Context: an optimization exercise on an open-source flow, tuned for small area, a short achievable clock period and few clock cycles. The choices shown serve that exercise and are no tape-out recipe. In this exercise RTL edits were held to simulation tests only and were not proved equivalent to the original.

==> flow/config.mk <==
export PLATFORM = sky130hd
export DESIGN_NAME = kalman_tilt_angle_filter_unit
export DESIGN_NICKNAME = kalman_tilt_angle_filter_unit
export VERILOG_FILES = /design/flow/design.v
export SDC_FILE = /design/flow/constraint.sdc
export NUM_CORES = 4
export LEC_CHECK = 0
export CAP_MARGIN = 20
export CORE_MARGIN = 2
export CORE_UTILIZATION = 35
export PLACE_DENSITY = 0.5
export SLEW_MARGIN = 20
==> flow/constraint.sdc <==
create_clock -name core_clock -period 22.0 [get_ports {clk_i}]
set_input_delay 4.4000 -clock core_clock [delete_from_list [all_inputs] [get_ports {clk_i}]]
set_output_delay 4.4000 -clock core_clock [all_outputs]
set_load 0.01 [all_outputs]
==> flow/design.v <==
`default_nettype none
package ktaf_pkg;
  localparam int DataWidthDef = 32;
  localparam int FracBitsDef  = 16;
  localparam int CfgBits      = 24;
  localparam int IdxBits      = 2;
  localparam logic [IdxBits-1:0] RegQAngle = 2'd0;
  localparam logic [IdxBits-1:0] RegQBias  = 2'd1;
  localparam logic [IdxBits-1:0] RegR      = 2'd2;
  localparam logic [IdxBits-1:0] RegDt     = 2'd3;
  localparam logic [CfgBits-1:0] QAngleRst = 24'd16777;
  localparam logic [CfgBits-1:0] QBiasRst  = 24'd50332;
  localparam logic [CfgBits-1:0] RRst      = 24'd8388608;
  localparam logic [CfgBits-1:0] DtRst     = 24'd335544;
endpackage
`default_nettype wire
`default_nettype none
import ktaf_pkg::*;
module kalman_tilt_angle_filter_unit
#(
  parameter int DATA_WIDTH = DataWidthDef,
  parameter int FRAC_BITS  = FracBitsDef
) (
  input  logic                    clk_i,
  input  logic                    rst_ni,
  input  logic                    s_axis_tvalid,
  output logic                    s_axis_tready,
  input  logic [2*DATA_WIDTH-1:0] s_axis_tdata,
  output logic                    m_axis_tvalid,
  input  logic                    m_axis_tready,
  output logic [2*DATA_WIDTH-1:0] m_axis_tdata,
  input  logic                    cfg_we_i,
  input  logic [IdxBits-1:0]      cfg_idx_i,
  input  logic [CfgBits-1:0]      cfg_data_i
);
  localparam logic [3:0] OP_C1 = 4'd0;    
  localparam logic [3:0] OP_C4 = 4'd1;    
  localparam logic [3:0] OP_M3 = 4'd2;    
  localparam logic [3:0] OP_M2 = 4'd3;    
  localparam logic [3:0] OP_P1 = 4'd4;    
  localparam logic [3:0] OP_P4 = 4'd5;    
  localparam logic [3:0] OP_M5 = 4'd6;    
  localparam logic [3:0] OP_P5 = 4'd7;    
  localparam logic [3:0] OP_P3 = 4'd8;    
  localparam logic [3:0] OP_P2 = 4'd9;    
  localparam logic signed [34:0] SatHi = 35'sd2147483647;
  localparam logic signed [34:0] SatLo = -35'sd2147483648;
  logic [23:0] qa_q, qb_q, dt_q;
  logic [16:0] rr_q;   
  logic [16:0] c1_q, c4_q;
  logic        cval_q;
  logic signed [31:0] p00_q, p01_q, p11_q, ang_q, bias_q;
  logic signed [32:0] n00_q;
  logic signed [31:0] n01_q;
  logic signed [31:0] gyr_q;
  logic signed [32:0] mes_q;
  logic        rdy_q, vld_q, smp_q;
  logic        epos_q;     
  logic        eps_q;      
  logic        erdy_q;     
  logic        m2wb_q;     
  logic        dec_q;      
  logic        a1p_q;      
  logic        np2_q;      
  logic        nd5_q;      
  logic        errp_q;     
  logic        errd_q;     
  logic [3:0]  mpc_q;      
  logic [3:0]  mop_q;      
  logic        mrun_q;
  logic [1:0]  mcnt_q;
  logic [31:0] ma_q, mb_q, ms_q, mc_q;
  logic        mneg_q;
  logic        pbv_q, pbneg_q;
  logic [3:0]  pbop_q;
  logic [31:0] pbh_q, pbl_q;
  logic        drun_q, dfirst_q, dneg_q;
  logic [3:0]  dcnt_q;
  logic [3:0]  dtgt_q;
  logic [31:0] dr_q, ed_q;
  logic [33:0] e3_q;       
  logic [35:0] dd_q;
  logic        qv_q, qneg_q, qovf_q;
  logic [3:0]  qtgt_q;
  logic [32:0] qq_q;       
  assign s_axis_tready = rdy_q;
  assign m_axis_tvalid = vld_q;
  assign m_axis_tdata  = {gyr_q, ang_q};
  always_ff @(posedge clk_i or negedge rst_ni) begin
    if (!rst_ni) begin
      qa_q <= QAngleRst;
      qb_q <= QBiasRst;
      rr_q <= RRst[23:7];
      dt_q <= DtRst;
    end else if (cfg_we_i) begin
      case (cfg_idx_i)
        RegQAngle: qa_q <= cfg_data_i;
        RegQBias:  qb_q <= cfg_data_i;
        RegR:      rr_q <= cfg_data_i[23:7];
        default:   dt_q <= cfg_data_i;
      endcase
    end
  end
  logic signed [32:0] g;         
  logic signed [31:0] g_sat;
  assign g = 33'(gyr_q) - 33'(bias_q);
  assign g_sat = (g > 33'sd2147483647) ? 32'sh7fffffff :
                 (g < -33'sd2147483648) ? 32'sh80000000 : g[31:0];
  logic signed [32:0] e_n;       
  assign e_n = {n00_q[31], n00_q[31:0]} + 33'(rr_q[16:1]) + 33'(rr_q[0]);
  logic e_pos;
  assign e_pos = !e_n[32] && (e_n != '0);
  logic signed [32:0] a1_sum, err_sum, a4_sum;
  logic signed [31:0] a4_sat;
  assign a1_sum  = 33'(p00_q) + 33'(c1_q);
  assign err_sum = mes_q - 33'(ang_q);
  assign a4_sum  = 33'(p11_q) + 33'(c4_q);
  assign a4_sat  = (a4_sum > 33'sd2147483647) ? 32'sh7fffffff : a4_sum[31:0];
  logic dlast, dacc;
  logic d_ovf, dskip16, dskip8;
  logic [3:0] dcnt_n;
  logic [31:0] dv_r;
  logic [35:0] dv_d;
  logic [33:0] dx4;
  logic [34:0] df1, df2, df3;
  always_comb begin
    dv_r = dr_q;
    dv_d = dd_q;
    for (int j = 0; j < 2; j++) begin
      dx4  = {dv_r, dv_d[35:34]};
      df1  = {1'b0, dx4} - {3'b000, ed_q};
      df2  = {1'b0, dx4} - {2'b00, ed_q, 1'b0};
      df3  = {1'b0, dx4} - {1'b0, e3_q};
      if (!df3[34])      begin dv_r = df3[31:0]; dv_d = {dv_d[33:0], 2'd3}; end
      else if (!df2[34]) begin dv_r = df2[31:0]; dv_d = {dv_d[33:0], 2'd2}; end
      else if (!df1[34]) begin dv_r = df1[31:0]; dv_d = {dv_d[33:0], 2'd1}; end
      else               begin dv_r = dx4[31:0]; dv_d = {dv_d[33:0], 2'd0}; end
    end
    d_ovf   = dfirst_q && (dr_q >= ed_q);
    dskip16 = (dr_q[31:16] == 16'd0) && ({dr_q[15:0], dd_q[35:20]} < ed_q) && (dcnt_q <= 4'd5);
    dskip8  = (dr_q[31:24] == 8'd0) && ({dr_q[23:0], dd_q[35:28]} < ed_q) && (dcnt_q <= 4'd7);
    if (dskip16) begin
      dv_r   = {dr_q[15:0], dd_q[35:20]};
      dv_d   = {dd_q[19:0], 16'd0};
      dcnt_n = dcnt_q + 4'd4;
    end else if (dskip8) begin
      dv_r   = {dr_q[23:0], dd_q[35:28]};
      dv_d   = {dd_q[27:0], 8'd0};
      dcnt_n = dcnt_q + 4'd2;
    end else begin
      dcnt_n = dcnt_q + 4'd1;
    end
    dlast = drun_q && (d_ovf || dcnt_n == 4'd9);
    dacc  = !drun_q || dlast;    
  end
  logic pb_m, pb_p, mwb, xfer, dec, pb_free;
  always_comb begin
    pb_m = pbv_q && (pbop_q == OP_C1 || pbop_q == OP_C4 || pbop_q == OP_M3 ||
                     pbop_q == OP_M2 || pbop_q == OP_M5);
    pb_p = pbv_q && !pb_m;
    mwb  = pb_m && (pbop_q != OP_M2 || !a1p_q);
    dec  = pb_p && (pbop_q == OP_P1) && smp_q && erdy_q && !dec_q;
    xfer = pb_p && dacc && ((pbop_q == OP_P1) ? (dec && epos_q) : 1'b1);
    pb_free = !pbv_q || mwb || xfer || (dec && !epos_q);
  end
  logic [3:0] mst;         
  logic       mlong, mfin, mstart, mcond;
  logic [3:0] mpc_n;
  always_comb begin
    mst = mpc_q;
    if (mpc_q == OP_P4 && !eps_q) mst = OP_M5;
    case (mpc_q)
      OP_P4:   mcond = dec_q;
      OP_M5:   mcond = dec_q;
      OP_P3:   mcond = errd_q;
      default: mcond = 1'b1;
    endcase
    mlong  = (mop_q == OP_P1) || (mop_q == OP_P4) || (mop_q == OP_P5) ||
             (mop_q == OP_P3) || (mop_q == OP_P2);
    mfin   = mrun_q && (mcnt_q == (mlong ? 2'd3 : 2'd2)) && pb_free;
    mstart = (!mrun_q || mfin) && mcond && !(mpc_q == OP_P4 && !dec_q);
    case (mst)
      OP_C1:   mpc_n = OP_C4;
      OP_C4:   mpc_n = OP_M3;
      OP_M3:   mpc_n = OP_M2;
      OP_M2:   mpc_n = OP_P1;
      OP_P1:   mpc_n = OP_P4;
      OP_P4:   mpc_n = OP_M5;
      OP_M5:   mpc_n = eps_q ? OP_P5 : OP_M3;
      OP_P5:   mpc_n = OP_P3;
      OP_P3:   mpc_n = OP_P2;
      default: mpc_n = OP_M3;
    endcase
  end
  logic signed [32:0] sa, sb;
  logic               inv_n;
  always_comb begin
    sa = 33'(qa_q); sb = 33'(dt_q); inv_n = 1'b0;
    case (mst)
      OP_C4:   begin sa = 33'(qb_q); end
      OP_M3:   begin sa = 33'(p11_q); inv_n = 1'b1; end
      OP_M2:   begin sa = 33'(p01_q); inv_n = 1'b1; end
      OP_M5:   begin sa = g; end
      OP_P1:   begin sa = 33'(n01_q); sb = 33'(n01_q); inv_n = 1'b1; end
      OP_P4:   begin sa = 33'(n01_q); sb = n00_q; inv_n = 1'b1; end
      OP_P5:   begin sa = n00_q;      sb = n00_q; inv_n = 1'b1; end
      OP_P3:   begin sa = mes_q;      sb = 33'(n01_q); end
      OP_P2:   begin sa = mes_q;      sb = n00_q; end
      default: ;
    endcase
  end
  logic [32:0] sa_mag, sb_mag;
  assign sa_mag = sa[32] ? 33'(-sa) : sa;
  assign sb_mag = sb[32] ? 33'(-sb) : sb;
  logic [31:0] cs_s, cs_c, pp, ts, tc;
  logic [7:0]  cs_out;
  always_comb begin
    cs_s = ms_q;
    cs_c = mc_q;
    for (int j = 0; j < 8; j++) begin
      pp = mb_q[j] ? ma_q : 32'd0;
      ts = cs_s ^ cs_c ^ pp;
      tc = (cs_s & cs_c) | (cs_s & pp) | (cs_c & pp);
      cs_out[j] = ts[0];
      cs_s = {1'b0, ts[31:1]};
      cs_c = tc;
    end
  end
  logic signed [34:0] mx, myx, msum;
  logic               mr;
  logic signed [31:0] msat;
  always_comb begin
    mx  = '0;
    myx = 35'(pbh_q[31:8]);
    mr  = pbh_q[7];
    case (pbop_q)
      OP_M3:   begin mx = 35'(p01_q); myx = 35'(pbh_q); mr = pbl_q[31]; end
      OP_M2:   begin mx = 35'(n00_q); myx = 35'({pbh_q[30:0], pbl_q[31]}); mr = pbl_q[30]; end
      OP_M5:   begin mx = 35'(ang_q); myx = 35'(pbh_q); mr = pbl_q[31]; end
      default: ;
    endcase
    msum = mx + (pbneg_q ? ~myx : myx) + 35'(pbneg_q ^ mr);
    if (msum > SatHi)      msat = 32'sh7fffffff;
    else if (msum < SatLo) msat = 32'sh80000000;
    else                   msat = msum[31:0];
  end
  logic signed [34:0] dx, dsum;
  logic signed [31:0] dsat;
  always_comb begin
    case (qtgt_q)
      OP_P1:   dx = 35'(p11_q);
      OP_P3:   dx = 35'(bias_q);
      OP_P2:   dx = 35'(ang_q);
      OP_P4:   dx = 35'(n01_q);
      default: dx = 35'(n00_q);
    endcase
    dsum = dx + (qneg_q ? ~(35'(qq_q[32:1])) : 35'(qq_q[32:1])) + 35'(qneg_q ^ qq_q[0]);
    if (qovf_q)            dsat = qneg_q ? 32'sh80000000 : 32'sh7fffffff;
    else if (dsum > SatHi) dsat = 32'sh7fffffff;
    else if (dsum < SatLo) dsat = 32'sh80000000;
    else                   dsat = dsum[31:0];
  end
  logic a1_go;
  assign a1_go = a1p_q && !np2_q && !nd5_q && cval_q;
  always_ff @(posedge clk_i or negedge rst_ni) begin
    if (!rst_ni) begin
      rdy_q  <= 1'b1;
      vld_q  <= 1'b0;
      smp_q  <= 1'b0;
      cval_q <= 1'b0;
      mpc_q  <= OP_C1;
      mrun_q <= 1'b0;
      pbv_q  <= 1'b0;
      drun_q <= 1'b0;
      qv_q   <= 1'b0;
      erdy_q <= 1'b0;
      m2wb_q <= 1'b0;
      dec_q  <= 1'b0;
      a1p_q  <= 1'b1;
      np2_q  <= 1'b0;
      nd5_q  <= 1'b0;
      errp_q <= 1'b0;
      errd_q <= 1'b0;
      ang_q  <= '0;
      bias_q <= '0;
      p00_q  <= 32'sd65536;
      p01_q  <= '0;
      p11_q  <= 32'sd65536;
    end else begin
      if (s_axis_tvalid && rdy_q) begin
        rdy_q <= 1'b0;
        smp_q <= 1'b1;
      end
      if (vld_q && m_axis_tready) begin
        vld_q <= 1'b0;
        rdy_q <= 1'b1;
      end
      if (mstart) begin
        mrun_q <= 1'b1;
        mpc_q  <= mpc_n;
        if (mst == OP_P2) np2_q <= 1'b0;
      end else if (mfin) begin
        mrun_q <= 1'b0;
      end
      if (mfin)         pbv_q <= 1'b1;
      else if (pb_free) pbv_q <= 1'b0;
      errp_q <= 1'b0;
      m2wb_q <= mwb && (pbop_q == OP_M2);
      erdy_q <= erdy_q || m2wb_q;
      if (mwb) begin
        case (pbop_q)
          OP_C4: cval_q <= 1'b1;
          OP_M5: begin
            ang_q <= msat;
            if (!eps_q) vld_q <= 1'b1;
            else errp_q <= 1'b1;
          end
          default: ;
        endcase
      end
      if (dec) begin
        dec_q  <= 1'b1;
        smp_q  <= 1'b0;
        erdy_q <= 1'b0;
        a1p_q  <= 1'b1;
        np2_q  <= epos_q;
        nd5_q  <= epos_q;
        p11_q  <= a4_sat;                  
        if (!epos_q) begin                 
          p00_q <= n00_q[31:0];
          p01_q <= n01_q;
        end
      end
      if (mstart && mst == OP_M3) dec_q <= 1'b0;
      if (a1_go) a1p_q <= 1'b0;
      if (errp_q) errd_q <= 1'b1;
      if (mstart && mst == OP_P2) errd_q <= 1'b0;
      if (xfer)       drun_q <= 1'b1;
      else if (dlast) drun_q <= 1'b0;
      qv_q <= dlast;
      if (qv_q) begin
        case (qtgt_q)
          OP_P1:   p11_q  <= dsat;
          OP_P3:   bias_q <= dsat;
          OP_P2:   ang_q  <= dsat;
          OP_P4:   p01_q  <= dsat;
          default: begin
            p00_q <= dsat;
            nd5_q <= 1'b0;
          end
        endcase
        if (qtgt_q == OP_P2) vld_q <= 1'b1;
      end
      if (cfg_we_i) begin
        cval_q <= 1'b0;
        mpc_q  <= OP_C1;
        mrun_q <= 1'b0;
        pbv_q  <= 1'b0;
        erdy_q <= 1'b0;
        m2wb_q <= 1'b0;
        a1p_q  <= 1'b1;
        dec_q  <= 1'b0;
      end
    end
  end
  always_ff @(posedge clk_i) begin
    if (rdy_q) begin
      gyr_q <= s_axis_tdata[63:32];
      mes_q <= {s_axis_tdata[31], s_axis_tdata[31:0]};
    end
    epos_q <= e_pos;
    if (dec) eps_q <= epos_q;
    if (a1_go) n00_q <= a1_sum;
    if (errp_q) mes_q <= err_sum;
    if (mstart) begin
      mop_q  <= mst;
      ma_q   <= sa_mag[31:0];
      mb_q   <= sb_mag[31:0];
      mneg_q <= sa[32] ^ sb[32] ^ inv_n;
      ms_q   <= '0;
      mc_q   <= '0;
      mcnt_q <= '0;
    end else if (mrun_q && !(mcnt_q == (mlong ? 2'd3 : 2'd2))) begin
      ms_q   <= cs_s;
      mc_q   <= cs_c;
      mb_q   <= {cs_out, mb_q[31:8]};
      mcnt_q <= mcnt_q + 2'd1;
    end
    if (mfin) begin
      pbop_q  <= mop_q;
      pbneg_q <= mneg_q;
      pbh_q   <= cs_s + cs_c;
      pbl_q   <= {cs_out, mb_q[31:8]};
    end
    if (mwb) begin
      case (pbop_q)
        OP_C1: c1_q <= msum[16:0];
        OP_C4: c4_q <= msum[16:0];
        OP_M3: n01_q <= msat;
        OP_M2: n00_q <= 33'(msat);
        OP_M5: if (!eps_q) gyr_q <= g_sat;
        default: ;
      endcase
    end
    if (xfer) begin
      dr_q     <= pbh_q;
      dd_q     <= {pbl_q, 4'd0};
      dneg_q   <= pbneg_q;
      dtgt_q   <= pbop_q;
      dcnt_q   <= '0;
      dfirst_q <= 1'b1;
      if (pbop_q == OP_P1) begin
        ed_q <= e_n[31:0];
        e3_q <= 34'(e_n[31:0]) + {1'b0, e_n[31:0], 1'b0};
      end
    end else if (drun_q) begin
      dfirst_q <= 1'b0;
      dcnt_q   <= dcnt_n;
      dr_q     <= dv_r;
      dd_q     <= dv_d;
    end
    if (dlast) begin
      qq_q   <= dv_d[35:3];
      qneg_q <= dneg_q;
      qovf_q <= d_ovf;
      qtgt_q <= dtgt_q;
    end
    if (qv_q && qtgt_q == OP_P2) gyr_q <= g_sat;
  end
endmodule
`default_nettype wire
==> flow/run.sh <==
#!/bin/bash
# synth_recipe.tcl (not shown) runs the flow's synth.tcl, then flattens the netlist and writes it again
# the make line also repeats each setting of config.mk as NAME=value (left out here)
make -C /OpenROAD-flow-scripts/flow DESIGN_CONFIG=/design/flow/config.mk WORK_HOME=/design/flow/orfs CLKGATE_MAP_FILE= SYNTH_SCRIPT=/design/flow/synth_recipe.tcl finish
==> impl_metrics.toml, run 1 <==
[cts]
cts_buffer_depth = 3
cts_hold_buf = 0
cts.sinks = 820
htree_num_levels = 3
cts.clk_slew.worst_paths_ns = 0.07
cts_root_buf = "clkbuf_16"
post_cts_buffers = 0
cts_tree = "built"
cts_resized = 0
cts_buffers = 101
insertion_delay_ns = 0.80

[routing]
firstDrtPassIters = 11
wl_per_cell_um = 29.6
drt-total-wl_um = 318000
vias_per_cell = 6.02
vias = 64661
ant_nets = 0
drt-initial-drc-count = 7690
drc_errors = 0

[grt]
grt_pass1_wl_um = 452000
grt_pass1_vias = 62204
met3_usage_pct = 6.16
antenna_found_initial = 21
use_met2_pct = 45.4
use_met1_pct = 39.0
grt_overflow = 0
track_usage_pct = 29.7
grt_max_degree = 139
grt-busiest-layer = "met2"

[status]
status = "timing/DRC/antenna clean"

[critical_path]
worstSetupStartpointType = "flip-flop"
crit_path_max_fanout = 24
critical_path_buf_inv_count = 3
path_delay_family = "compound AO/OA/AOI/OAI gates"
critPathMaxStageDelay_ns = 0.64
cp_data_required_time_ns = 22.50
crit_type = "flip-flop to flip-flop"
end_kind = "flip-flop"
cp_common_cell = "a21oi_1"
worst_path_max_delay_cell = "mux2i_1"
cp.arrival_ns = 9.89

[yosys]
ys_seq_elements = 820
synth_top_area_share_pct = 17.3
synth_area_mm2 = 0.0715
ys_seq_area_share_pct = 30.6
synth_enable_flop_cells = 411
async_flop_share_pct = 32.8
synth_nets = 8855
ys_warn_count = 1
yosysMostFrequentCell = "nand2_1"
synth_cell_types = 112
synth.area.top_cells = "edfxtp_1 17%, ha_1 9.8%, dfrtp_1 8.5%"
synth_ff_type = "edfxtp_1"
synth_common_cells = "929 x nand2_1, 560 x ha_1, 537 x a21oi_1"
yosys.area.top_type = "edfxtp_1"
synth_cells = 7934
avgSynthCellArea_um2 = 9.02

[timing]
hold_viol = 0
drv_slew = 0
min_period_over_period_pct = 42.7
rsz0062_at_grt = "no"
max_slew_margin_pct = 15.4
setup_viol = 0
worstMarginPinSlew_ns = 1.27
finalSetupTns_ns = 0
period_needed_ns = 9.38
fin_worst_skew_ns = 0.0990
max_freq_ghz = 0.107

[final_layout]
fillers = 20328
final_nets = 8898
drive_gt1_share_pct = 7.97
final_core_util_pct = 39.4
area_delta_synth_final_pct = 11.8

[floorplan]
die_y_um = 456
rows = 165
core_mm2 = 0.203
dieArea_mm2 = 0.208
fp.dieW_um = 456
initial_core_util_pct = 35.3
ios = 161

[min_path]
hold_path_class = "flip-flop to flip-flop"

[placement]
hpwl_um = 246000
numPortBuffers = 160
place_congestion = 0.998

[run]
drv_cap = 0
[sequential cells by signal, summed over array words and instances (netlist names), 33 cells and up]
signal / count
n00_q: 33
e3_q: 33
mes_q: 33
qq_q: 33
dd_q: 36
[metrics by stage]
step,cell area (um2),setup WS (ns),instances,hold slack [ns]
after CTS,79900,12.84,10735,0.421
final,80000,12.62,10747,0.421
after detailed placement,76300,12.84,10543,0.406
after floorplan,71500,14.39,7934,0.400
after global placement,76300,12.87,10542,0.405
after global routing,79900,12.35,10740,0.423
[area by class of cell]
cell class,count,area (um2),area share (%)
diodes,9,22.5,0.0282
clock buffers,123,2730,3.42
clock inverters,69,885,1.11
inverters,507,1910,2.38
multi-input cells,6240,46400,58.1
flip-flops and latches,820,21900,27.4
well taps,2672,3340,4.18
repair buffers,307,2720,3.40
[final timing paths]
check,from,to,slack (ns),cells past startpoint
setup / recovery,dd_q[34],dr_q[0],12.62,28
setup reg to reg,dd_q[34],dr_q[0],12.62,28
hold reg to reg,dtgt_q[0],qtgt_q[0],0.42,0
hold / removal,dtgt_q[0],qtgt_q[0],0.42,0
max in group asynchronous,rst_ni,rr_q[6],15.92,3
min in group asynchronous,rst_ni,bias_q[15],3.63,1
[cells by family (layout without fill, tap and decap cells)]
group / after synthesis / in the layout / synth area share, %
AO/OA/AOI/OAI: 2300 / 2300 / 21.7
AND/OR/NAND/NOR: 2293 / 2293 / 14.8
buffers and inverters: 874 / 1006 / 4.77
adder cells (fa/ha/maj): 840 / 840 / 17.4
flip-flops: 820 / 820 / 30.6
XOR/XNOR: 516 / 516 / 6.32
multiplexers: 291 / 291 / 4.33
other: 0 / 9 / 0
[routing by layer]
layer | vias up | routed length, um | share of wire (%)
met5 | - | 23 | 0.0072
met2 | 3350 | 137000 | 43
li1 | 28815 | - | -
met4 | 4 | 20200 | 6.3
met1 | 31865 | 131000 | 41
met3 | 627 | 29900 | 9.4
[layout by cell type (no fill, tap or decap), types with 148 or more instances in the layout]
| master | count |
|---|---|
| a21o_1 | 205 |
| a21oi_1 | 535 |
| clkdlybuf4s50_1 | 159 |
| dfrtp_1 | 242 |
| edfxtp_1 | 411 |
| fa_1 | 266 |
| ha_1 | 560 |
| inv_1 | 505 |
| mux2_2 | 148 |
| nand2_1 | 926 |
| nand3_1 | 181 |
| nor2_1 | 475 |
| o21ai_0 | 470 |
| xnor2_1 | 317 |
| xor2_1 | 198 |
Testbench counts, summed over its fixed seeds: cycles 13,888.
==> run 2: changes to the inputs <==
--- a/flow/design.v
+++ b/flow/design.v
@@ -56,4 +56,10 @@
   logic signed [32:0] mes_q;
   logic        rdy_q, vld_q, smp_q;
+  logic [63:0] o_q;        
+  logic        relp2_q;    
+  logic        ratep_q;    
+  logic        relrt_q;    
+  logic        angp_q;     
+  logic        d2p_q;      
   logic        epos_q;     
   logic        eps_q;      
@@ -74,5 +80,6 @@
   logic        pbv_q, pbneg_q;
   logic [3:0]  pbop_q;
-  logic [31:0] pbh_q, pbl_q;
+  logic [31:0] pbs_q, pbc_q, pbl_q;   
+  logic [31:0] pbh;
   logic        drun_q, dfirst_q, dneg_q;
   logic [3:0]  dcnt_q;
@@ -86,5 +93,5 @@
   assign s_axis_tready = rdy_q;
   assign m_axis_tvalid = vld_q;
-  assign m_axis_tdata  = {gyr_q, ang_q};
+  assign m_axis_tdata  = o_q;
   always_ff @(posedge clk_i or negedge rst_ni) begin
     if (!rst_ni) begin
@@ -118,5 +125,5 @@
   assign a4_sat  = (a4_sum > 33'sd2147483647) ? 32'sh7fffffff : a4_sum[31:0];
   logic dlast, dacc;
-  logic d_ovf, dskip16, dskip8;
+  logic d_ovf, dskip20, dskip16, dskip12;
   logic [3:0] dcnt_n;
   logic [31:0] dv_r;
@@ -138,14 +145,19 @@
     end
     d_ovf   = dfirst_q && (dr_q >= ed_q);
+    dskip20 = (dr_q[31:12] == 20'd0) && ({dr_q[11:0], dd_q[35:16]} < ed_q) && (dcnt_q <= 4'd4);
     dskip16 = (dr_q[31:16] == 16'd0) && ({dr_q[15:0], dd_q[35:20]} < ed_q) && (dcnt_q <= 4'd5);
-    dskip8  = (dr_q[31:24] == 8'd0) && ({dr_q[23:0], dd_q[35:28]} < ed_q) && (dcnt_q <= 4'd7);
-    if (dskip16) begin
+    dskip12 = (dr_q[31:20] == 12'd0) && ({dr_q[19:0], dd_q[35:24]} < ed_q) && (dcnt_q <= 4'd6);
+    if (dskip20) begin
+      dv_r   = {dr_q[11:0], dd_q[35:16]};
+      dv_d   = {dd_q[15:0], 20'd0};
+      dcnt_n = dcnt_q + 4'd5;
+    end else if (dskip16) begin
       dv_r   = {dr_q[15:0], dd_q[35:20]};
       dv_d   = {dd_q[19:0], 16'd0};
       dcnt_n = dcnt_q + 4'd4;
-    end else if (dskip8) begin
-      dv_r   = {dr_q[23:0], dd_q[35:28]};
-      dv_d   = {dd_q[27:0], 8'd0};
-      dcnt_n = dcnt_q + 4'd2;
+    end else if (dskip12) begin
+      dv_r   = {dr_q[19:0], dd_q[35:24]};
+      dv_d   = {dd_q[23:0], 12'd0};
+      dcnt_n = dcnt_q + 4'd3;
     end else begin
       dcnt_n = dcnt_q + 4'd1;
@@ -159,6 +171,7 @@
                      pbop_q == OP_M2 || pbop_q == OP_M5);
     pb_p = pbv_q && !pb_m;
-    mwb  = pb_m && (pbop_q != OP_M2 || !a1p_q);
-    dec  = pb_p && (pbop_q == OP_P1) && smp_q && erdy_q && !dec_q;
+    mwb  = pb_m && (pbop_q != OP_M2 || !a1p_q) && (pbop_q != OP_M5 || eps_q || !vld_q);
+    dec  = pb_p && (pbop_q == OP_P1) && smp_q && erdy_q && !dec_q &&
+           (epos_q ? dacc : (!d2p_q || (qv_q && qtgt_q == OP_P2)));
     xfer = pb_p && dacc && ((pbop_q == OP_P1) ? (dec && epos_q) : 1'b1);
     pb_free = !pbv_q || mwb || xfer || (dec && !epos_q);
@@ -227,4 +240,5 @@
     end
   end
+  assign pbh = pbs_q + pbc_q;
   logic signed [34:0] mx, myx, msum;
   logic               mr;
@@ -232,10 +246,10 @@
   always_comb begin
     mx  = '0;
-    myx = 35'(pbh_q[31:8]);
-    mr  = pbh_q[7];
+    myx = 35'(pbh[31:8]);
+    mr  = pbh[7];
     case (pbop_q)
-      OP_M3:   begin mx = 35'(p01_q); myx = 35'(pbh_q); mr = pbl_q[31]; end
-      OP_M2:   begin mx = 35'(n00_q); myx = 35'({pbh_q[30:0], pbl_q[31]}); mr = pbl_q[30]; end
-      OP_M5:   begin mx = 35'(ang_q); myx = 35'(pbh_q); mr = pbl_q[31]; end
+      OP_M3:   begin mx = 35'(p01_q); myx = 35'(pbh); mr = pbl_q[31]; end
+      OP_M2:   begin mx = 35'(n00_q); myx = 35'({pbh[30:0], pbl_q[31]}); mr = pbl_q[30]; end
+      OP_M5:   begin mx = 35'(ang_q); myx = 35'(pbh); mr = pbl_q[31]; end
       default: ;
     endcase
@@ -267,4 +281,9 @@
       rdy_q  <= 1'b1;
       vld_q  <= 1'b0;
+      relp2_q <= 1'b0;
+      ratep_q <= 1'b0;
+      relrt_q <= 1'b0;
+      angp_q  <= 1'b0;
+      d2p_q   <= 1'b0;
       smp_q  <= 1'b0;
       cval_q <= 1'b0;
@@ -292,12 +311,25 @@
         smp_q <= 1'b1;
       end
-      if (vld_q && m_axis_tready) begin
-        vld_q <= 1'b0;
-        rdy_q <= 1'b1;
+      if (vld_q && m_axis_tready) vld_q <= 1'b0;
+      if (ratep_q && !vld_q) begin
+        ratep_q <= 1'b0;
+        relrt_q <= 1'b1;
+      end
+      if (relp2_q && relrt_q) begin
+        relp2_q <= 1'b0;
+        rdy_q   <= 1'b1;
+      end
+      if (angp_q && relrt_q) begin
+        angp_q  <= 1'b0;
+        relrt_q <= 1'b0;
+        vld_q   <= 1'b1;
       end
       if (mstart) begin
         mrun_q <= 1'b1;
         mpc_q  <= mpc_n;
-        if (mst == OP_P2) np2_q <= 1'b0;
+        if (mst == OP_P2) begin
+          np2_q   <= 1'b0;
+          relp2_q <= 1'b1;
+        end
       end else if (mfin) begin
         mrun_q <= 1'b0;
@@ -313,6 +345,8 @@
           OP_M5: begin
             ang_q <= msat;
-            if (!eps_q) vld_q <= 1'b1;
-            else errp_q <= 1'b1;
+            if (!eps_q) begin
+              vld_q <= 1'b1;
+              rdy_q <= 1'b1;
+            end else errp_q <= 1'b1;
           end
           default: ;
@@ -326,4 +360,5 @@
         np2_q  <= epos_q;
         nd5_q  <= epos_q;
+        d2p_q  <= epos_q;
         p11_q  <= a4_sat;                  
         if (!epos_q) begin                 
@@ -342,6 +377,13 @@
         case (qtgt_q)
           OP_P1:   p11_q  <= dsat;
-          OP_P3:   bias_q <= dsat;
-          OP_P2:   ang_q  <= dsat;
+          OP_P3: begin
+            bias_q  <= dsat;
+            ratep_q <= 1'b1;
+          end
+          OP_P2: begin
+            ang_q  <= dsat;
+            angp_q <= 1'b1;
+            d2p_q  <= 1'b0;
+          end
           OP_P4:   p01_q  <= dsat;
           default: begin
@@ -350,5 +392,4 @@
           end
         endcase
-        if (qtgt_q == OP_P2) vld_q <= 1'b1;
       end
       if (cfg_we_i) begin
@@ -390,5 +431,6 @@
       pbop_q  <= mop_q;
       pbneg_q <= mneg_q;
-      pbh_q   <= cs_s + cs_c;
+      pbs_q   <= cs_s;
+      pbc_q   <= cs_c;
       pbl_q   <= {cs_out, mb_q[31:8]};
     end
@@ -399,10 +441,10 @@
         OP_M3: n01_q <= msat;
         OP_M2: n00_q <= 33'(msat);
-        OP_M5: if (!eps_q) gyr_q <= g_sat;
+        OP_M5: if (!eps_q) o_q <= {g_sat, msat};
         default: ;
       endcase
     end
     if (xfer) begin
-      dr_q     <= pbh_q;
+      dr_q     <= pbh;
       dd_q     <= {pbl_q, 4'd0};
       dneg_q   <= pbneg_q;
@@ -426,5 +468,6 @@
       qtgt_q <= dtgt_q;
     end
-    if (qv_q && qtgt_q == OP_P2) gyr_q <= g_sat;
+    if (ratep_q && !vld_q) o_q[63:32] <= g_sat;
+    if (angp_q && relrt_q) o_q[31:0] <= ang_q;
   end
 endmodule
==> run 2 against run 1 <==
Largest cell class unchanged; critical endpoint is now dr_q[14]; highest routed layer unchanged; critical path depth down 1; global-route usage up 0.68 points; die area up 5.3%; still clean on timing, DRC and antenna; final cell count up 3.9%; maximum frequency down 2.1%; flip-flop and latch count up 100.
==> impl_metrics.toml, run 2 <==
[final_layout]
drive_gt1_share_pct = 9.08
largest_reg_flops = 64
final_core_util_pct = 39.7
final_cells = 11164
area_delta_synth_final_pct = 12.8
final_nets = 9179
reg_top3 = "o_q x64, dd_q x36"
largest-register = "o_q"
mostFrequentLayoutCells = "922 x nand2_1, 693 x a21oi_1, 592 x ha_1, 538 x edfxtp_1, 492 x o21ai_0"
final_common_cell = "nand2_1"

[yosys]
ys_seq_elements = 920
synth_cells = 8102
synth_area_mm2 = 0.0754
synth_nets = 9056
yosys.area.top_type = "edfxtp_1"
synth.area.top_cells = "edfxtp_1 21%, ha_1 9.8%, dfrtp_1 8.2%"
yosysMostFrequentCell = "nand2_1"
ys_warn_count = 1
ys_seq_area_share_pct = 33.5
synth_ff_type = "edfxtp_1"
synth_common_cells = "927 x nand2_1, 697 x a21oi_1, 592 x ha_1"
synth_enable_flop_cells = 538
synth_top_area_share_pct = 21.4
async_flop_share_pct = 29.8
synth_cell_types = 116
avgSynthCellArea_um2 = 9.30

[floorplan]
ios = 161
core_mm2 = 0.214
dieArea_mm2 = 0.219
die_y_um = 468
initial_core_util_pct = 35.1
rows = 170
fp.dieW_um = 468

[cts]
cts.clk_slew.worst_paths_ns = 0.08
post_cts_buffers = 0
cts_buffer_depth = 3
cts.sinks = 920
htree_num_levels = 3
cts_tree = "built"
cts_buffers = 112
insertion_delay_ns = 0.84
cts_root_buf = "clkbuf_16"
cts_hold_buf = 0
cts_resized = 0

[min_path]
hold_path_class = "flip-flop to flip-flop"

[timing]
finalSetupTns_ns = 0
worstMarginPinSlew_ns = 1.36
rsz0062_at_grt = "no"
fin_worst_skew_ns = 0.0990
setup_viol = 0
max_slew_margin_pct = 9.10
min_period_over_period_pct = 43.5
fin_ws_ns = 12.42
max_freq_ghz = 0.104
hold_viol = 0
period_needed_ns = 9.58
drv_slew = 0

[routing]
wl_per_cell_um = 30.5
vias_per_cell = 5.93
drt-initial-drc-count = 7823
ant_nets = 0
vias = 66210
firstDrtPassIters = 9
drt-total-wl_um = 340000
drc_errors = 0

[grt]
grt_pass1_vias = 63480
antenna_found_initial = 19
grt_overflow = 0
grt_max_degree = 83
grt_pass1_wl_um = 476000
track_usage_pct = 30.3

[placement]
dpl_worst_slack_ns = 12.90
hpwl_um = 265000
place_congestion = 1.00
dp_cells = 10945
numPortBuffers = 160

[critical_path]
end_kind = "flip-flop"
worstSetupStartpointType = "flip-flop"
cp_common_cell = "a21o_1"
cp.arrival_ns = 10.18
crit_type = "flip-flop to flip-flop"
worst_path_max_delay_cell = "nand3_1"
critPathMaxStageDelay_ns = 0.79
cp_data_required_time_ns = 22.60
crit_path_max_fanout = 35

[status]
status = "timing/DRC/antenna clean"

[run]
drv_cap = 0
-- run 2: cell count changes after synthesis, moves of 24 or more --
cell	before	now
o2111ai_1	8	36
o211ai_1	104	70
inv_1	505	481
nor2_1	488	443
nand3_1	181	146
dfxtp_1	140	108
ha_1	560	592
and3_1	61	104
a21oi_1	537	697
mux2_2	148	186
mux2i_1	142	106
edfxtp_1	411	538
a32oi_1	82	2
-- run 2: worst paths after layout --
| check | cells past startpoint | start | slack (ns) | endpoint |
|---|---|---|---|---|
| max | 27 | dd_q[34] | 12.42 | dr_q[14] |
| min | 0 | mneg_q | 0.39 | pbneg_q |
| max reg2reg | 27 | dd_q[34] | 12.42 | dr_q[14] |
| min reg2reg | 0 | mneg_q | 0.39 | pbneg_q |
| max in group asynchronous | 3 | rst_ni | 16.04 | nd5_q |
| min in group asynchronous | 1 | rst_ni | 3.52 | qb_q[6] |
-- run 2: kinds of logic (layout without fill, tap and decap cells) --
group | count (synthesis) | after routing | synth area share, %
compound gates | 2383 | 2383 | 20.7
xor+xnor | 534 | 534 | 6.21
fa+ha+maj | 868 | 868 | 17.0
buf+inv | 850 | 1072 | 4.39
flops | 920 | 920 | 33.5
mux | 296 | 296 | 4.25
other cells | 0 | 2 | 0
simple gates | 2251 | 2251 | 14.0
-- run 2: area by class of cell --
| type | instances | area (um2) |
|---|---|---|
| multi-input cells | 6332 | 47200 |
| inverters | 485 | 1820 |
| clock inverters | 73 | 962 |
| diodes | 2 | 5.00 |
| repair buffers | 374 | 3250 |
| fillers | 21536 | 129000 |
| clock buffers | 140 | 3020 |
| well taps | 2838 | 3550 |
| flip-flops and latches | 920 | 25200 |
-- run 2: layer usage --
layer / track usage [%] / wire (um)
met3: 5.15 / 25700
met2: 46.0 / 148000
met1: 40.2 / 142000
met5: 0 / 53
met4: 18.7 / 24600
-- run 2: worst max-delay path: cells and delay by family (launching register included) --
kind,cells,cell delay (ns)
compound gates,15,4.93
flops,1,0.58
fa+ha+maj,3,1.00
simple gates,6,2.18
buf+inv,3,0.60
-- run 2: metrics by stage --
stage	hold slack [ns]	cell area, um2
floorplan	0.400	75400
global placement	0.400	80900
detailed placement	0.405	81000
CTS	0.382	84900
global route	0.381	85000
finish	0.389	85000
Testbench counts of run 2, summed over its fixed seeds: cycles 12,583.
==> run 3: changes to the inputs <==
--- a/flow/design.v
+++ b/flow/design.v
@@ -61,5 +61,5 @@
   logic        relrt_q;    
   logic        angp_q;     
-  logic        d2p_q;      
+  logic [1:0]  d2c_q;      
   logic        epos_q;     
   logic        eps_q;      
@@ -80,7 +80,8 @@
   logic        pbv_q, pbneg_q;
   logic [3:0]  pbop_q;
-  logic [31:0] pbs_q, pbc_q, pbl_q;   
-  logic [31:0] pbh;
-  logic        drun_q, dfirst_q, dneg_q;
+  logic [1:0]  pbk_q;     
+  logic [31:0] pbh_q, pbl_q;   
+  logic        drun_q, dfirst_q, dneg_q, dovf_q;
+  logic signed [32:0] en_q;   
   logic [3:0]  dcnt_q;
   logic [3:0]  dtgt_q;
@@ -125,5 +126,5 @@
   assign a4_sat  = (a4_sum > 33'sd2147483647) ? 32'sh7fffffff : a4_sum[31:0];
   logic dlast, dacc;
-  logic d_ovf, dskip20, dskip16, dskip12;
+  logic d_ovf;
   logic [3:0] dcnt_n;
   logic [31:0] dv_r;
@@ -131,4 +132,25 @@
   logic [33:0] dx4;
   logic [34:0] df1, df2, df3;
+  logic [31:0] ex;         
+  logic [7:0]  zok;        
+  logic [67:0] rdx;        
+  logic [67:0] rds;
+  logic [3:0]  g0;
+  always_comb begin
+    ex  = (pbop_q == OP_P1) ? en_q[31:0] : ed_q;
+    case (pbk_q)
+      2'd0:    rdx = {27'd0, pbh_q, pbl_q[31:24], 1'b0};
+      2'd1:    rdx = {19'd0, pbh_q, pbl_q[31:16], 1'b0};
+      2'd2:    rdx = {11'd0, pbh_q, pbl_q[31:8], 1'b0};
+      default: rdx = {3'd0, pbh_q, pbl_q, 1'b0};
+    endcase
+    for (int k = 0; k < 8; k++)
+      zok[k] = (rdx[67 -: 32] >> (32 - 4 * k)) == 32'd0 && 32'(rdx >> (36 - 4 * k)) < ex;
+    zok[0] = rdx[64:33] < ex;      
+    g0 = 4'd0;
+    for (int k = 1; k < 8; k++)
+      if (zok[k]) g0 = 4'(k);
+    rds = rdx << (4 * g0);
+  end
   always_comb begin
     dv_r = dr_q;
@@ -144,23 +166,6 @@
       else               begin dv_r = dx4[31:0]; dv_d = {dv_d[33:0], 2'd0}; end
     end
-    d_ovf   = dfirst_q && (dr_q >= ed_q);
-    dskip20 = (dr_q[31:12] == 20'd0) && ({dr_q[11:0], dd_q[35:16]} < ed_q) && (dcnt_q <= 4'd4);
-    dskip16 = (dr_q[31:16] == 16'd0) && ({dr_q[15:0], dd_q[35:20]} < ed_q) && (dcnt_q <= 4'd5);
-    dskip12 = (dr_q[31:20] == 12'd0) && ({dr_q[19:0], dd_q[35:24]} < ed_q) && (dcnt_q <= 4'd6);
-    if (dskip20) begin
-      dv_r   = {dr_q[11:0], dd_q[35:16]};
-      dv_d   = {dd_q[15:0], 20'd0};
-      dcnt_n = dcnt_q + 4'd5;
-    end else if (dskip16) begin
-      dv_r   = {dr_q[15:0], dd_q[35:20]};
-      dv_d   = {dd_q[19:0], 16'd0};
-      dcnt_n = dcnt_q + 4'd4;
-    end else if (dskip12) begin
-      dv_r   = {dr_q[19:0], dd_q[35:24]};
-      dv_d   = {dd_q[23:0], 12'd0};
-      dcnt_n = dcnt_q + 4'd3;
-    end else begin
-      dcnt_n = dcnt_q + 4'd1;
-    end
+    d_ovf  = dfirst_q && dovf_q;
+    dcnt_n = dcnt_q + 4'd1;
     dlast = drun_q && (d_ovf || dcnt_n == 4'd9);
     dacc  = !drun_q || dlast;    
@@ -173,10 +178,10 @@
     mwb  = pb_m && (pbop_q != OP_M2 || !a1p_q) && (pbop_q != OP_M5 || eps_q || !vld_q);
     dec  = pb_p && (pbop_q == OP_P1) && smp_q && erdy_q && !dec_q &&
-           (epos_q ? dacc : (!d2p_q || (qv_q && qtgt_q == OP_P2)));
+           (epos_q ? dacc : (d2c_q == 2'd0 || (d2c_q == 2'd1 && qv_q && qtgt_q == OP_P2)));
     xfer = pb_p && dacc && ((pbop_q == OP_P1) ? (dec && epos_q) : 1'b1);
     pb_free = !pbv_q || mwb || xfer || (dec && !epos_q);
   end
   logic [3:0] mst;         
-  logic       mlong, mfin, mstart, mcond;
+  logic       mlong, mlast, mfin, mstart, mcond;
   logic [3:0] mpc_n;
   always_comb begin
@@ -191,5 +196,14 @@
     mlong  = (mop_q == OP_P1) || (mop_q == OP_P4) || (mop_q == OP_P5) ||
              (mop_q == OP_P3) || (mop_q == OP_P2);
-    mfin   = mrun_q && (mcnt_q == (mlong ? 2'd3 : 2'd2)) && pb_free;
+    if (mlong)
+      case (mcnt_q)
+        2'd0:    mlast = mb_q[31:8] == 24'd0;
+        2'd1:    mlast = mb_q[23:8] == 16'd0;
+        2'd2:    mlast = mb_q[15:8] == 8'd0;
+        default: mlast = 1'b1;
+      endcase
+    else
+      mlast = mcnt_q == 2'd2;
+    mfin   = mrun_q && mlast && pb_free;
     mstart = (!mrun_q || mfin) && mcond && !(mpc_q == OP_P4 && !dec_q);
     case (mst)
@@ -216,5 +230,5 @@
       OP_M5:   begin sa = g; end
       OP_P1:   begin sa = 33'(n01_q); sb = 33'(n01_q); inv_n = 1'b1; end
-      OP_P4:   begin sa = 33'(n01_q); sb = n00_q; inv_n = 1'b1; end
+      OP_P4:   begin sa = n00_q; sb = 33'(n01_q); inv_n = 1'b1; end
       OP_P5:   begin sa = n00_q;      sb = n00_q; inv_n = 1'b1; end
       OP_P3:   begin sa = mes_q;      sb = 33'(n01_q); end
@@ -240,5 +254,4 @@
     end
   end
-  assign pbh = pbs_q + pbc_q;
   logic signed [34:0] mx, myx, msum;
   logic               mr;
@@ -246,10 +259,10 @@
   always_comb begin
     mx  = '0;
-    myx = 35'(pbh[31:8]);
-    mr  = pbh[7];
+    myx = 35'(pbh_q[31:8]);
+    mr  = pbh_q[7];
     case (pbop_q)
-      OP_M3:   begin mx = 35'(p01_q); myx = 35'(pbh); mr = pbl_q[31]; end
-      OP_M2:   begin mx = 35'(n00_q); myx = 35'({pbh[30:0], pbl_q[31]}); mr = pbl_q[30]; end
-      OP_M5:   begin mx = 35'(ang_q); myx = 35'(pbh); mr = pbl_q[31]; end
+      OP_M3:   begin mx = 35'(p01_q); myx = 35'(pbh_q); mr = pbl_q[31]; end
+      OP_M2:   begin mx = 35'(n00_q); myx = 35'({pbh_q[30:0], pbl_q[31]}); mr = pbl_q[30]; end
+      OP_M5:   begin mx = 35'(ang_q); myx = 35'(pbh_q); mr = pbl_q[31]; end
       default: ;
     endcase
@@ -285,5 +298,5 @@
       relrt_q <= 1'b0;
       angp_q  <= 1'b0;
-      d2p_q   <= 1'b0;
+      d2c_q   <= 2'd0;
       smp_q  <= 1'b0;
       cval_q <= 1'b0;
@@ -360,5 +373,4 @@
         np2_q  <= epos_q;
         nd5_q  <= epos_q;
-        d2p_q  <= epos_q;
         p11_q  <= a4_sat;                  
         if (!epos_q) begin                 
@@ -374,4 +386,5 @@
       else if (dlast) drun_q <= 1'b0;
       qv_q <= dlast;
+      d2c_q <= d2c_q + 2'(dec && epos_q) - 2'(qv_q && qtgt_q == OP_P2);
       if (qv_q) begin
         case (qtgt_q)
@@ -384,5 +397,4 @@
             ang_q  <= dsat;
             angp_q <= 1'b1;
-            d2p_q  <= 1'b0;
           end
           OP_P4:   p01_q  <= dsat;
@@ -411,4 +423,5 @@
     end
     epos_q <= e_pos;
+    en_q   <= e_n;
     if (dec) eps_q <= epos_q;
     if (a1_go) n00_q <= a1_sum;
@@ -422,5 +435,5 @@
       mc_q   <= '0;
       mcnt_q <= '0;
-    end else if (mrun_q && !(mcnt_q == (mlong ? 2'd3 : 2'd2))) begin
+    end else if (mrun_q && !mlast) begin
       ms_q   <= cs_s;
       mc_q   <= cs_c;
@@ -431,6 +444,6 @@
       pbop_q  <= mop_q;
       pbneg_q <= mneg_q;
-      pbs_q   <= cs_s;
-      pbc_q   <= cs_c;
+      pbh_q   <= cs_s + cs_c;
+      pbk_q   <= mcnt_q;
       pbl_q   <= {cs_out, mb_q[31:8]};
     end
@@ -446,13 +459,14 @@
     end
     if (xfer) begin
-      dr_q     <= pbh;
-      dd_q     <= {pbl_q, 4'd0};
+      dr_q     <= rds[67:36];
+      dd_q     <= rds[35:0];
       dneg_q   <= pbneg_q;
       dtgt_q   <= pbop_q;
-      dcnt_q   <= '0;
+      dcnt_q   <= g0;
       dfirst_q <= 1'b1;
+      dovf_q   <= !zok[0];
       if (pbop_q == OP_P1) begin
-        ed_q <= e_n[31:0];
-        e3_q <= 34'(e_n[31:0]) + {1'b0, e_n[31:0], 1'b0};
+        ed_q <= en_q[31:0];
+        e3_q <= 34'(en_q[31:0]) + {1'b0, en_q[31:0], 1'b0};
       end
     end else if (drun_q) begin
@@ -463,5 +477,5 @@
     end
     if (dlast) begin
-      qq_q   <= dv_d[35:3];
+      qq_q   <= dv_d[32:0];       
       qneg_q <= dneg_q;
       qovf_q <= d_ovf;
--- a/flow/config.mk
+++ b/flow/config.mk
@@ -8,5 +8,5 @@
 export CAP_MARGIN = 20
 export CORE_MARGIN = 2
-export CORE_UTILIZATION = 35
-export PLACE_DENSITY = 0.5
+export CORE_UTILIZATION = 60
+export PLACE_DENSITY = 0.75
 export SLEW_MARGIN = 20
==> run 3 against run 2 <==
Register-to-register slack worse by 0.40 ns; first-iteration DRC count up 26%; utilization up 27 points; count of clock-buffer cells in the layout up 1; still clean on timing, DRC and antenna; maximum frequency down 4.0%; area after synthesis up 5.8%; die area down 38%; critical endpoint is now dd_q[0]; critical path type unchanged.
==> impl_metrics.toml, run 3 <==
[timing]
period_needed_ns = 9.98
finalSetupTns_ns = 0
min_period_over_period_pct = 45.4
rsz0062_at_grt = "no"
hold_viol = 0
fin_worst_skew_ns = 0.0615
fin_ws_ns = 12.02
max_slew_margin_pct = 6.37
drv_slew = 0
setup_viol = 0
max_freq_ghz = 0.100
hold_slack_ns = 0.426
worstMarginPinSlew_ns = 1.37

[critical_path]
crit_type = "flip-flop to flip-flop"
worst_path_max_delay_cell = "nor2_4"
crit_path_max_fanout = 31
critPathMaxStageDelay_ns = 0.87
path_delay_family = "compound AO/OA/AOI/OAI gates"
cp_data_required_time_ns = 22.51
critical_path_buf_inv_count = 3
end_kind = "flip-flop"
worstSetupStartpointType = "flip-flop"
cp.arrival_ns = 10.49
cp_common_cell = "o21ai_0"

[yosys]
synth_area_mm2 = 0.0797
synth_enable_flop_cells = 519
ys_warn_count = 1
synth_nets = 9800
synth_top_area_share_pct = 19.5
yosys.area.top_type = "edfxtp_1"
synth.area.top_cells = "edfxtp_1 20%, ha_1 11%, dfrtp_1 7.8%"
async_flop_share_pct = 29.7
synth_cells = 8736
yosysMostFrequentCell = "nand2_1"
synth_common_cells = "987 x nand2_1, 703 x ha_1, 663 x a21oi_1"
ys_seq_elements = 926
ys_seq_area_share_pct = 31.5
avgSynthCellArea_um2 = 9.13
synth_cell_types = 109
synth_ff_type = "edfxtp_1"

[final_layout]
area_delta_synth_final_pct = 9.65
fillers = 10557
largest-register = "o_q"
final_common_cell = "nand2_1"
largest_reg_flops = 64
final_nets = 9857
reg_top3 = "o_q x64, dd_q x36, e3_q x34"
mostFrequentLayoutCells = "984 x nand2_1, 703 x ha_1, 656 x a21oi_1, 583 x nor2_1"
drive_gt1_share_pct = 7.84

[grt]
grt-busiest-layer = "met2"
grt_max_degree = 169
grt_pass1_vias = 70353
grt_pass1_wl_um = 465000
track_usage_pct = 46.5
met3_usage_pct = 14.1
use_met2_pct = 69.9
grt_overflow = 0
antenna_found_initial = 15
use_met1_pct = 55.3

[floorplan]
dieArea_mm2 = 0.136
fp.dieW_um = 369
rows = 133
initial_core_util_pct = 60.6
die_y_um = 369
core_mm2 = 0.132
ios = 161

[min_path]
hold_path_class = "flip-flop to flip-flop"

[cts]
post_cts_buffers = 0
cts_buffers = 105
cts_tree = "built"
cts_root_buf = "clkbuf_16"
cts.sinks = 926
htree_num_levels = 3
cts_buffer_depth = 3
cts_resized = 0
cts_hold_buf = 0
cts.clk_slew.worst_paths_ns = 0.06
insertion_delay_ns = 0.78

[status]
status = "timing/DRC/antenna clean"

[placement]
place_congestion = 1.15
dpl_worst_slack_ns = 12.30
numPortBuffers = 160
hpwl_um = 248000

[routing]
drt-initial-drc-count = 9862
drt-total-wl_um = 322000
ant_nets = 0
firstDrtPassIters = 11
drc_errors = 0
vias_per_cell = 6.87
wl_per_cell_um = 30.3
vias = 73124

[run]
drv_cap = 0
run 3: cell types whose count changed in the layout (fill, tap and decap cells not counted), moves of 40 or more:
cell | previous run | this run
a222oi_1 | 66 | 5
nand2_1 | 922 | 984
a211oi_1 | 95 | 142
nor2_1 | 432 | 583
ha_1 | 592 | 703
a22oi_1 | 102 | 153
inv_1 | 479 | 519
mux2i_1 | 106 | 235
run 3: cell families (layout without fill, tap and decap cells):
logic type               Yosys count  after routing  share of synthesized area, %
AO/OA/AOI/OAI                   2492           2492                          20.3
buffers and inverters            910           1060                          4.43
adder cells (fa/ha/maj)          982            982                          17.9
AND/OR/NAND/NOR                 2468           2468                          14.3
flip-flops                       926            926                          31.5
other                              0              6                             0
XOR/XNOR                         525            525                          5.77
multiplexers                     433            433                          5.87
run 3: routing by layer:
layer,vias to the layer above,share of wire [%]
li1,31814,-
met1,35019,35
met2,5029,43
met3,1254,13
met4,8,9.9
met5,-,0.018
run 3: stage by stage:
step	area (um2)	util, %	std cells
floorplan	79700	-	8736
global placement	83600	63.5	10435
detailed placement	83600	63.5	10436
CTS	87300	66.3	10636
global route	87400	66.4	10642
finish	87400	66.4	10647
run 3: layout make-up:
type	count	area (um2)	share of cell area (%)
inverter	525	1970	2.26
clock buffer	141	3040	3.48
antenna	6	15.0	0.0172
timing repair buffer	335	2970	3.40
clock inverter	59	658	0.753
multi-input combinational	6900	51400	58.8
sequential	926	25100	28.8
tap	1755	2200	2.51
run 3: worst reg2reg max path, stage by stage, from the launching register on:
cell and delay (ns):
edfxtp_1 0.36, inv_1 0.11, ha_1 0.18, inv_1 0.06
fa_1 0.42, a211oi_1 0.33, o211ai_1 0.22, a31oi_1 0.28
o21bai_1 0.21, a221oi_1 0.81, o31ai_1 0.27, a21o_1 0.40
buf_4 0.27, o21ai_0 0.59, ha_1 0.40, o211ai_1 0.19
a21oi_1 0.06, a211oi_1 0.72, o22ai_1 0.31, o31ai_1 0.69
o21bai_1 0.31, o211a_1 0.31, o21ai_0 0.22, a31oi_1 0.16
or2_2 0.33, nor2_4 0.87, o21ai_0 0.41, and2_1 0.25
run 3: path summary, 6_finish.rpt:
check | startpoint | end | slack [ns] | cells after the start
setup / recovery | dd_q[34] | dd_q[0] | 12.02 | 27
hold / removal | dtgt_q[0] | qtgt_q[0] | 0.43 | 0
setup reg to reg | dd_q[34] | dd_q[0] | 12.02 | 27
hold reg to reg | dtgt_q[0] | qtgt_q[0] | 0.43 | 0
max in group asynchronous | rst_ni | bias_q[10] | 16.73 | 2
min in group asynchronous | rst_ni | vld_q | 3.69 | 1
Testbench counts of run 3, summed over its fixed seeds: cycles 8,866.
==> run 4: changes to the inputs <==
--- a/flow/config.mk
+++ b/flow/config.mk
@@ -8,5 +8,5 @@
 export CAP_MARGIN = 20
 export CORE_MARGIN = 2
-export CORE_UTILIZATION = 60
-export PLACE_DENSITY = 0.75
+export CORE_UTILIZATION = 35
+export PLACE_DENSITY = 0.5
 export SLEW_MARGIN = 20
==> run 4 against run 3 <==
Still clean on timing, DRC and antenna; hold slack got worse by 0.0038 ns; flip-flop and latch count did not move; routed wire length rose by 10%; largest cell class unchanged; highest routed layer unchanged.
==> impl_metrics.toml, run 4 <==
[routing]
drc_errors = 0
drt-initial-drc-count = 7464
drt-total-wl_um = 355000
wl_per_cell_um = 29.7
vias_per_cell = 5.91
vias = 70732
ant_nets = 0
firstDrtPassIters = 6

[cts]
cts_root_buf = "clkbuf_16"
post_cts_buffers = 0
cts_buffer_depth = 3
cts.sinks = 926
htree_num_levels = 3
cts.clk_slew.worst_paths_ns = 0.06
insertion_delay_ns = 0.84
cts_tree = "built"
cts_buffers = 113
cts_hold_buf = 0
cts_resized = 0

[timing]
max_slew_margin_pct = 11.3
worstMarginPinSlew_ns = 1.32
period_needed_ns = 9.72
min_period_over_period_pct = 44.2
drv_slew = 0
hold_viol = 0
fin_worst_skew_ns = 0.0922
finalSetupTns_ns = 0
rsz0062_at_grt = "no"
setup_viol = 0
max_freq_ghz = 0.103

[yosys]
ys_seq_area_share_pct = 31.5
yosys.area.top_type = "edfxtp_1"
synth_enable_flop_cells = 519
synth_top_area_share_pct = 19.5
synth_nets = 9800
avgSynthCellArea_um2 = 9.13
yosysMostFrequentCell = "nand2_1"
ys_warn_count = 1
synth_common_cells = "987 x nand2_1, 703 x ha_1, 663 x a21oi_1"
synth.area.top_cells = "edfxtp_1 20%, ha_1 11%, dfrtp_1 7.8%"
synth_ff_type = "edfxtp_1"
synth_cells = 8736
ys_seq_elements = 926
async_flop_share_pct = 29.7
synth_area_mm2 = 0.0797
synth_cell_types = 109

[final_layout]
largest-register = "o_q"
final_nets = 9906
area_delta_synth_final_pct = 12.0
final_common_cell = "nand2_1"
drive_gt1_share_pct = 8.08
final_cells = 11964
largest_reg_flops = 64
fin_area_mm2 = 0.0893
reg_top3 = "o_q x64, dd_q x36, e3_q x34"
mostFrequentLayoutCells = "984 x nand2_1, 703 x ha_1, 654 x a21oi_1, 581 x nor2_1"

[critical_path]
path_delay_family = "compound AO/OA/AOI/OAI gates"
crit_path_max_fanout = 46
reg2reg_from = "ed_q[1]"
critPathMaxStageDelay_ns = 0.88
startpoint = "ed_q[1]"
cp_common_cell = "o21ai_0"
crit_type = "flip-flop to flip-flop"
worstSetupStartpointType = "flip-flop"
worst_path_max_delay_cell = "nor2_1"
critical_path_buf_inv_count = 2
end_kind = "flip-flop"
cp_data_required_time_ns = 22.51
cp.arrival_ns = 10.24

[grt]
grt_overflow = 0
grt_max_degree = 87
grt_pass1_wl_um = 501000
antenna_found_initial = 38
track_usage_pct = 29.9
grt_pass1_vias = 68935

[floorplan]
initial_core_util_pct = 35.1
core_mm2 = 0.227
rows = 175
dieArea_mm2 = 0.232
die_y_um = 481
ios = 161
fp.dieW_um = 481

[placement]
dp_cells = 11735
place_congestion = 1.00
hpwl_um = 279000
numPortBuffers = 160
placed_area_mm2 = 0.0854

[min_path]
hold_path_class = "flip-flop to flip-flop"
hold_start = "dtgt_q[1]"

[status]
status = "timing/DRC/antenna clean"

[run]
drv_cap = 0
-- run 4: routing by layer --
| layer | vias to the layer above | track usage (%) | share of wire [%] |
|---|---|---|---|
| met5 | - | 0 | 0.032 |
| met4 | 18 | 19.2 | 7.4 |
| met3 | 698 | 6.06 | 8.2 |
| met2 | 3166 | 45.6 | 43 |
| met1 | 34949 | 38.6 | 41 |
| li1 | 31901 | - | - |
-- run 4: worst paths after layout --
| kind | slack (ns) | cells after the start | end |
|---|---|---|---|
| hold reg to reg | 0.42 | 0 | qtgt_q[1] |
| max in group asynchronous | 16.79 | 2 | dt_q[8] |
| hold / removal | 0.42 | 0 | qtgt_q[1] |
| setup / recovery | 12.28 | 27 | dr_q[0] |
| min in group asynchronous | 3.59 | 1 | bias_q[2] |
| setup reg to reg | 12.28 | 27 | dr_q[0] |
-- run 4: metrics by stage --
| step | hold slack, ns | setup slack (ns) | utilization, % |
|---|---|---|---|
| 6_report | 0.423 | 12.28 | 39.4 |
| 4_1_cts | 0.420 | 12.34 | 39.3 |
| 3_5_place_dp | 0.408 | 12.36 | 37.7 |
| 2_1_floorplan | 0.400 | 14.60 | - |
| 5_1_grt | 0.436 | 11.75 | 39.4 |
| 3_3_place_gp | 0.402 | 12.27 | 37.7 |
-- run 4: cell families (layout without fill, tap and decap cells) --
group / count (synthesis) / count (layout) / synth area share, %
xor gates and xnor gates: 525 / 525 / 5.77
AOI/OAI and AO/OA: 2492 / 2492 / 20.3
buffers and inverters: 910 / 1117 / 4.43
DFF: 926 / 926 / 31.5
other: 0 / 12 / 0
adders and majority gates: 982 / 982 / 17.9
muxes: 433 / 433 / 5.87
and+or+nand+nor: 2468 / 2468 / 14.3
-- run 4: cell type report --
cell class                      instances  area, um2
Clock inverter                         62        677
Sequential cell                       926      25100
Antenna cell                           12       30.0
Inverter                              525       1970
Tap cell                             3009       3760
Timing Repair Buffer                  376       3240
Multi-Input combinational cell       6900      51300
Clock buffer                          154       3140
Fill cell                           22911     138000

## re-timing with driven ports
How much do the figures lean on ideal ports? The routed layouts below were timed once more, with nothing changed but the port constraints. Step 1 sets driving cells, clkbuf_16 on the clock port and buf_2 on the other inputs (assumed; they add their load-dependent delay and slew). Step 2, shift: input delay + t, output delay - t, t = (earliest + latest rising clock arrival at the registers) / 2. This alone moves slack from input paths to output paths. a / b / c = ideal / step 1 / step 2; a / b = the first two.
run	shift t [ns]	slack for setup (ns)	worst setup path at the end	worst data-port slew with drivers (ns)
run 1	0.832	12.617 / 12.617 / 12.617	register to register	0.07
run 2	0.879	12.420 / 12.420 / 12.420	register to register	0.09
run 3	0.836	12.017 / 12.017 / 12.017	register to register	0.15
run 4	0.876	12.276 / 12.276 / 12.276	register to register	0.10
After both steps every run listed still meets setup and hold.
